This design comes from an exercise in tuning for small area, a short achievable clock period and few clock cycles per item on the open sky130 flow, not from production work.
Only simulation tests tie the RTL to the original design; equivalence was not proved.

### flow/design.v
`default_nettype none
package q16alu_pkg;
	localparam int DATA_W = 32;
	localparam int CMD_W  = 3;
	localparam int DIV_BPS = 2;	 
	typedef enum logic [CMD_W-1:0] {
		CMD_MUL   = 3'd0,
		CMD_DIV   = 3'd1,
		CMD_SIGN  = 3'd2,
		CMD_FLOOR = 3'd3,
		CMD_CEIL  = 3'd4,
		CMD_ROUND = 3'd5,
		CMD_ABS   = 3'd6
	} cmd_t;
endpackage
`default_nettype wire
`default_nettype none
module q16_16_fixed_point_alu #(
	parameter int FRAC_BITS = 16
) (
	input  wire logic                            clk,
	input  wire logic                            arst_n,
	input  wire logic                            in_valid,
	output logic                                 in_ready,
	input  wire logic [q16alu_pkg::CMD_W-1:0]    cmd,
	input  wire logic signed [q16alu_pkg::DATA_W-1:0] operand_a,
	input  wire logic signed [q16alu_pkg::DATA_W-1:0] operand_b,
	output logic                                 out_valid,
	input  wire logic                            out_ready,
	output logic signed [q16alu_pkg::DATA_W-1:0] result,
	output logic                                 divide_by_zero
);
	localparam logic [2:0] CMD_MUL   = 3'd0;
	localparam logic [2:0] CMD_DIV   = 3'd1;
	localparam logic [2:0] CMD_SIGN  = 3'd2;
	localparam logic [2:0] CMD_FLOOR = 3'd3;
	localparam logic [2:0] CMD_CEIL  = 3'd4;
	localparam logic [2:0] CMD_ROUND = 3'd5;
	localparam logic [2:0] CMD_ABS   = 3'd6;
	localparam logic [2:0] S_IDLE = 3'd0;
	localparam logic [2:0] S_PREP = 3'd1;	 
	localparam logic [2:0] S_ABSB = 3'd2;	 
	localparam logic [2:0] S_MUL  = 3'd3;
	localparam logic [2:0] S_DIV  = 3'd4;
	localparam logic [2:0] S_FIN  = 3'd5;	 
	localparam logic [2:0] S_DONE = 3'd6;	 
	logic [2:0]  st;
	logic [5:0]  cnt;
	logic [2:0]  op;
	logic        neg, dz_w, qb;
	logic [33:0] R;
	logic [31:0] Q, D;
	logic [31:0] res;
	logic        dz, ov;
	logic [33:0] X, Y, S;
	logic        sub, cin;
	assign S = X + (Y ^ {34{sub}}) + {33'd0, cin};
	logic        bit_in;
	logic [2:0]  bd;
	logic [33:0] dsx;
	logic [15:0] fr;
	logic        up, nz;
	logic        out_free;
	logic [31:0] wres;
	logic        wdone;
	assign out_free = !ov || out_ready;
	assign bit_in   = (cnt < 6'd32) ? Q[31] : 1'b0;
	assign bd       = {Q[1], Q[0], qb};
	assign dsx      = {{2{D[31]}}, D};
	assign fr       = Q[15:0];
	assign nz       = fr != 16'd0;
	assign up       = Q[31] ? (fr > 16'h8000) : (fr >= 16'h8000);
	always_comb begin
		X = '0; Y = '0; sub = 1'b0; cin = 1'b0;
		case (st)
			S_PREP: begin
				case (op)
					CMD_CEIL:  begin X = {{2{Q[31]}}, Q[31:16], {16{nz}}}; cin = nz; end
					CMD_ROUND: begin X = {{2{Q[31]}}, Q[31:16], {16{up}}}; cin = up; end
					default:   begin Y = {2'b0, Q}; sub = Q[31]; cin = Q[31]; end	 
				endcase
			end
			S_ABSB: begin Y = {2'b0, D}; sub = D[31]; cin = D[31]; end
			S_FIN:  begin Y = {2'b0, Q}; sub = neg; cin = neg; end
			S_DIV:  begin X = {1'b0, R[31:0], bit_in}; Y = {2'b0, D}; sub = 1'b1; cin = 1'b1; end
			default: begin	 
				X = R;
				case (bd)
					3'b001, 3'b010, 3'b101, 3'b110: Y = dsx;
					3'b011, 3'b100:                 Y = {dsx[32:0], 1'b0};
					default:                        Y = '0;
				endcase
				sub = Q[1];
				cin = Q[1];
			end
		endcase
	end
	always_comb begin
		case (op)
			CMD_SIGN:  wres = (Q == '0) ? '0 : (Q[31] ? '1 : 32'd1);
			CMD_FLOOR: wres = {Q[31:16], 16'd0};
			CMD_CEIL, CMD_ROUND, CMD_ABS: wres = S[31:0];
			default:   wres = '0;
		endcase
	end
	assign in_ready = (st == S_IDLE);
	always_ff @(posedge clk or negedge arst_n) begin
		if (!arst_n) begin
			st <= S_IDLE;
			ov <= 1'b0;
		end else begin
			if (ov && out_ready)
				ov <= 1'b0;
			case (st)
				S_IDLE: if (in_valid) st <= (cmd == CMD_MUL) ? S_MUL : S_PREP;
				S_PREP: begin
					if (op == CMD_MUL) st <= S_MUL;
					else if (op == CMD_DIV) st <= dz_w ? S_DONE : S_ABSB;
					else st <= S_DONE;
				end
				S_ABSB: st <= S_DIV;
				S_MUL:  if (cnt == 6'd15) st <= S_DONE;
				S_DIV:  if (cnt == 6'd47) st <= S_FIN;
				S_FIN:  st <= S_DONE;
				default: if (out_free) begin st <= S_IDLE; ov <= 1'b1; end
			endcase
		end
	end
	always_ff @(posedge clk) begin
		case (st)
			S_IDLE: begin
				op   <= cmd;
				Q    <= operand_a;
				D    <= operand_b;
				neg  <= operand_a[31] ^ operand_b[31];
				dz_w <= (operand_b == '0);
				R    <= '0;
				cnt  <= '0;
				qb   <= 1'b0;
			end
			S_PREP: begin
				if (op == CMD_DIV)
					Q <= S[31:0];
				R <= {2'b0, wres};
			end
			S_ABSB: D <= S[31:0];
			S_MUL: begin
				R   <= {{2{S[33]}}, S[33:2]};
				Q   <= {S[1:0], Q[31:2]};
				qb  <= Q[1];
				cnt <= cnt + 6'd1;
				if (cnt == 6'd15) R <= {2'b0, S[17:2], S[1:0], Q[31:18]};
			end
			S_DIV: begin
				if (!S[33]) R <= {2'b0, S[31:0]};
				else        R <= {2'b0, R[30:0], bit_in};
				Q   <= {Q[30:0], !S[33]};
				cnt <= cnt + 6'd1;
			end
			S_FIN: R <= S;
			S_DONE: if (out_free) begin
				res <= R[31:0];
				dz  <= (op == CMD_DIV) && dz_w;
			end
			default: ;
		endcase
	end
	assign out_valid      = ov;
	assign result         = res;
	assign divide_by_zero = dz;
endmodule
`default_nettype wire
### flow/run.sh
#!/bin/bash
# synth_recipe.tcl (not shown) runs the flow's synth.tcl, then flattens the netlist and writes it again
# the make line also repeats each setting of config.mk as NAME=value (left out here)
make -C /OpenROAD-flow-scripts/flow DESIGN_CONFIG=/design/flow/config.mk WORK_HOME=/design/flow/orfs CLKGATE_MAP_FILE= SYNTH_SCRIPT=/design/flow/synth_recipe.tcl finish
### flow/config.mk
export PLATFORM = sky130hd
export DESIGN_NAME = q16_16_fixed_point_alu
export DESIGN_NICKNAME = q16_16_fixed_point_alu
export VERILOG_FILES = /design/flow/design.v
export SDC_FILE = /design/flow/constraint.sdc
export NUM_CORES = 4
export LEC_CHECK = 0
export CAP_MARGIN = 20
export CORE_MARGIN = 2
export CORE_UTILIZATION = 40
export SLEW_MARGIN = 20
### flow/constraint.sdc
create_clock -name core_clock -period 10.0 [get_ports {clk}]
set_input_delay 2.0000 -clock core_clock [delete_from_list [all_inputs] [get_ports {clk}]]
set_output_delay 2.0000 -clock core_clock [all_outputs]
set_load 0.01 [all_outputs]
==> metrics.md <==
| Metric | Value |
|---|---|
| Antenna viol nets, final | 0 |
| Final slew viol count | 0 |
| Slowest-stage cell, CP | and2_1 |
| Cts hold-fix bufs | 0 |
| CP peak stage delay | 0.94 ns |
| Met3 Use GR | 5.93% |
| Hold path start | R[3] |
| Flops & latches, synth | 147 |
| Library cells used by synthesis | 87 |
| IO buf count | 105 |
| Utilization after layout | 47.4% |
| Hold Crit Class | reg2reg |
| Drt wl/cell | 26.4 um |
| Crit path arrival time | 7.31 ns |
| Initial antenna violation count | 0 |
| R2r startpoint | st[2] |
| Routed Wire Length | 46500 um |
| Core Region | 28900 um^2 |
| Row count | between 60 and 70 |
| First-pass GRT wire length | just under 70000 um |
| Hold Path End | res[3] |
| Clock tree buffer depth | 2 |
| Most frequent cells in the layout | 172 x nand2_1, 143 x edfxtp_1, 105 x clkdlybuf4s50_1 |
| Rel. slew slack | about a quarter |
| R2R Setup Slk | around 2.9 ns |
| DRT Pass-1 Iters | 7 |
| Post-DP HPWL | 33500 um |
| Least-Margin Pin Slew | 1.11 ns |
| Max Fanout on Critical Path | 36 |
| WP buf/inv | 2 |
| CTS Root Cell | clkbuf_16 |
| CTS tree | built |
| Critical Path Sink Type | register |
| Synth warn | 1 |
| Avg Cell Area, Syn | 8.87 um^2 |
| Cell area after layout | 13700 um^2 |
| Syn-to-layout area delta | 16.2% |
| Post-synth EDFFs | approximately 140 |
| Routing usage on met2 | 43.7% |
| Largest net degree at the start of global routing | just over 60 |
| Die area | 30800 um^2 |
| Post-Place Cells | 1731 |
| Number of global-route vias before repair | 10.7k |
| RSZ-0062 raised after global routing | no |
| Status | complete, no violations |
| H-tree lvl count | 4 |
| Period utilisation layout | a little under three quarters |
| Main synth FF type | edfxtp_1 |
| Crit path cell chain | nor3_2 -> or2_1 -> buf_4 -> and2_1 -> a22oi_1 -> nand2_1 -> xor2_1 -> inv_1 -> fa_1 -> and2b_1 -> o2111ai_2 -> a311oi_1 -> or4b_2 -> nand4_1 -> mux2_2 -> a222oi_1 -> o311ai_0 |
| Die X | 176 um |
| Inserted Clock Buffers | 17 |
| Postcts setup bufs | 0 |
| Drc violations | 0 |
| Gpl congestion | 0.965 |
| GRT Util Overall | 29.8% |
| Number of max-cap violations | 0 |
| Worst reg-to-reg path cell count | 17 |
| Final global-route overflow total | 0 |
| Clk_skew | 0.0144 ns |
| TritonCTS Sinks | 147 |
| Post-Layout Cell Count | about 1.8k |
| Reg2reg end | R[10] |
| Syn Nets | 1432 |
| Classification of the worst setup path | reg2reg |
| Synthesized instance count | 1326 |
| Skew-Pair Late Insertion Delay | 0.46 ns |
| Synthesized area | 11800 um^2 |
| CP top delay family | simple AND/OR/NAND/NOR gates |
| DRT iter0 DRCs | approximately 2.0k |
| Most common cell after layout, fill and taps aside | nand2_1 |
| Final hold vios | 0 |
| Required time of the critical path | between 10 and 15 ns |
| Vias | 11.8k |
| Post-CTS sizing | 0 |
| I/O Pins | 106 |
| Layout cells sized above 1 | around 7.0% |
| GR Util met1 | 42.8% |
| Synth async-reset ratio | ~2.7% |
| Starting density of the core | 40.8% |
| Setup violators final | 0 |
| Post-synthesis sequential area ratio | between 30% and 40% |
| Via density | 6.69 |
| Die height | roughly 180 um |
| Nets | 1474 |
| Hold path depth | 0 |
| Placed Area | 13100 um^2 |
| Achievable clock frequency | 140 MHz |
| Final setup TNS | 0 ns |
| Diode count | 0 |
| Minimum clock period | 7.13 ns |
| Clk pin slew, worst setup/hold paths | 0.07 ns |
| GRT Max-Usage Layer | met2 |
| CP Launch Type | register |
## worst reg2reg max path, stage by stage (launching register included)
cell	delay, ns
dfrtp_1	0.72
nor3_2	0.71
or2_1	0.20
buf_4	0.39
and2_1	0.94
a22oi_1	0.16
nand2_1	0.14
xor2_1	0.22
inv_1	0.10
fa_1	0.49
and2b_1	0.26
o2111ai_2	0.25
a311oi_1	0.53
or4b_2	0.23
nand4_1	0.47
mux2_2	0.52
a222oi_1	0.34
o311ai_0	0.19
## flip-flops by register name (all words and copies together), names as in the netlist
signal  count
R          34
D          32
Q          32
res        32
cnt         6
op          3
st          3
dz          1
dz_w        1
neg         1
ov          1
qb          1
## cells by family (layout without fill, tap and decap cells)
| family | Yosys count | after routing | synth area share [%] |
|---|---|---|---|
| AOI/OAI and AO/OA | 463 | 463 | 27.6 |
| and+or+nand+nor | 454 | 454 | 18.4 |
| DFF | 147 | 147 | 37.3 |
| buffers and inverters | 126 | 181 | 4.32 |
| xor gates and xnor gates | 58 | 58 | 4.64 |
| muxes | 43 | 43 | 3.80 |
| adders and majority gates | 35 | 35 | 3.85 |
## worst max path at each step
stage	cells after the start	end	startpoint	slack, ns
6_report	17	R[10]	st[2]	2.87
5_1_grt	17	R[10]	st[2]	2.64
4_1_cts	16	R[10]	st[2]	2.94
3_5_place_dp	16	R[10]	st[2]	2.93
3_3_place_gp	16	R[10]	st[2]	2.98
2_1_floorplan	18	R[28]	st[0]	4.27
## metal layers
layer / vias to the layer above / part of all wire (%)
li1: 5254 / -
met1: 5615 / 43
met2: 836 / 43
met3: 105 / 11
met4: 0 / 3.4
met5: - / 0
## through the flow
step           hold slack [ns]  setup slack (ns)
6_report                 0.515              2.87
3_3_place_gp             0.501              2.98
4_1_cts                  0.513              2.94
3_5_place_dp             0.498              2.93
5_1_grt                  0.523              2.64
2_1_floorplan            0.442              4.27
## cell type report
| type | instances | area (um^2) |
|---|---|---|
| Fill cell | 2848 | 15200 |
| Multi-Input combinational cell | 1053 | 6910 |
| Sequential cell | 147 | 4400 |
| Timing Repair Buffer | 126 | 1240 |
| Tap cell | 384 | 480 |
| Clock buffer | 18 | 429 |
| Clock inverter | 14 | 130 |
| Inverter | 23 | 86.3 |
## cells in the mapped netlist, types with 12 or more instances
library cell	n	area (um^2)
nand2_1	173	649
edfxtp_1	143	4290
o21ai_0	100	500
nor2_1	87	327
a21oi_1	82	410
clkbuf_1	73	274
nand3_1	50	250
xnor2_1	44	385
a222oi_1	33	330
ha_1	33	413
mux2i_1	30	300
o211ai_1	27	203
nor3_1	25	125
o22ai_1	24	150
a21o_1	23	173
inv_1	23	86.3
a22oi_1	20	150
nor4_1	19	119
a221o_1	17	170
buf_1	15	56.3
or3_1	15	93.8
a211oi_1	14	105
nand4_1	14	87.6
a31oi_1	13	81.3
o21a_1	12	90.1
xor2_1	12	105
Testbench counts, summed over its fixed seeds: cycles 288,213, items 24,000.

afterwards: timing with drivers on the ports:
In the flow no input, the clock included, has a driving cell. The finished layout below was timed again as built, in two steps. Step 1 sets driving cells, clkbuf_16 on the clock port and buf_2 on the other inputs (assumed; they add their load-dependent delay and slew). Step 2 adds t to the input delays and takes it off the output delays; t is the mean of the earliest and latest rising clock arrival at the registers after step 1. Input paths then give back, and output paths get back, about the clock's delay inside the block. Three values: ideal, step 1, step 2; two values: the first two.
t, ns: 0.506
slack for setup (ns): 2.872 / 2.872 / 2.872
worst hold slack (ns): 0.515 / 0.515 / 0.515
After both steps setup and hold are still met in this run. The setup slack of this run moves by 0.000 ns with the drivers and by 0.000 ns with both steps.
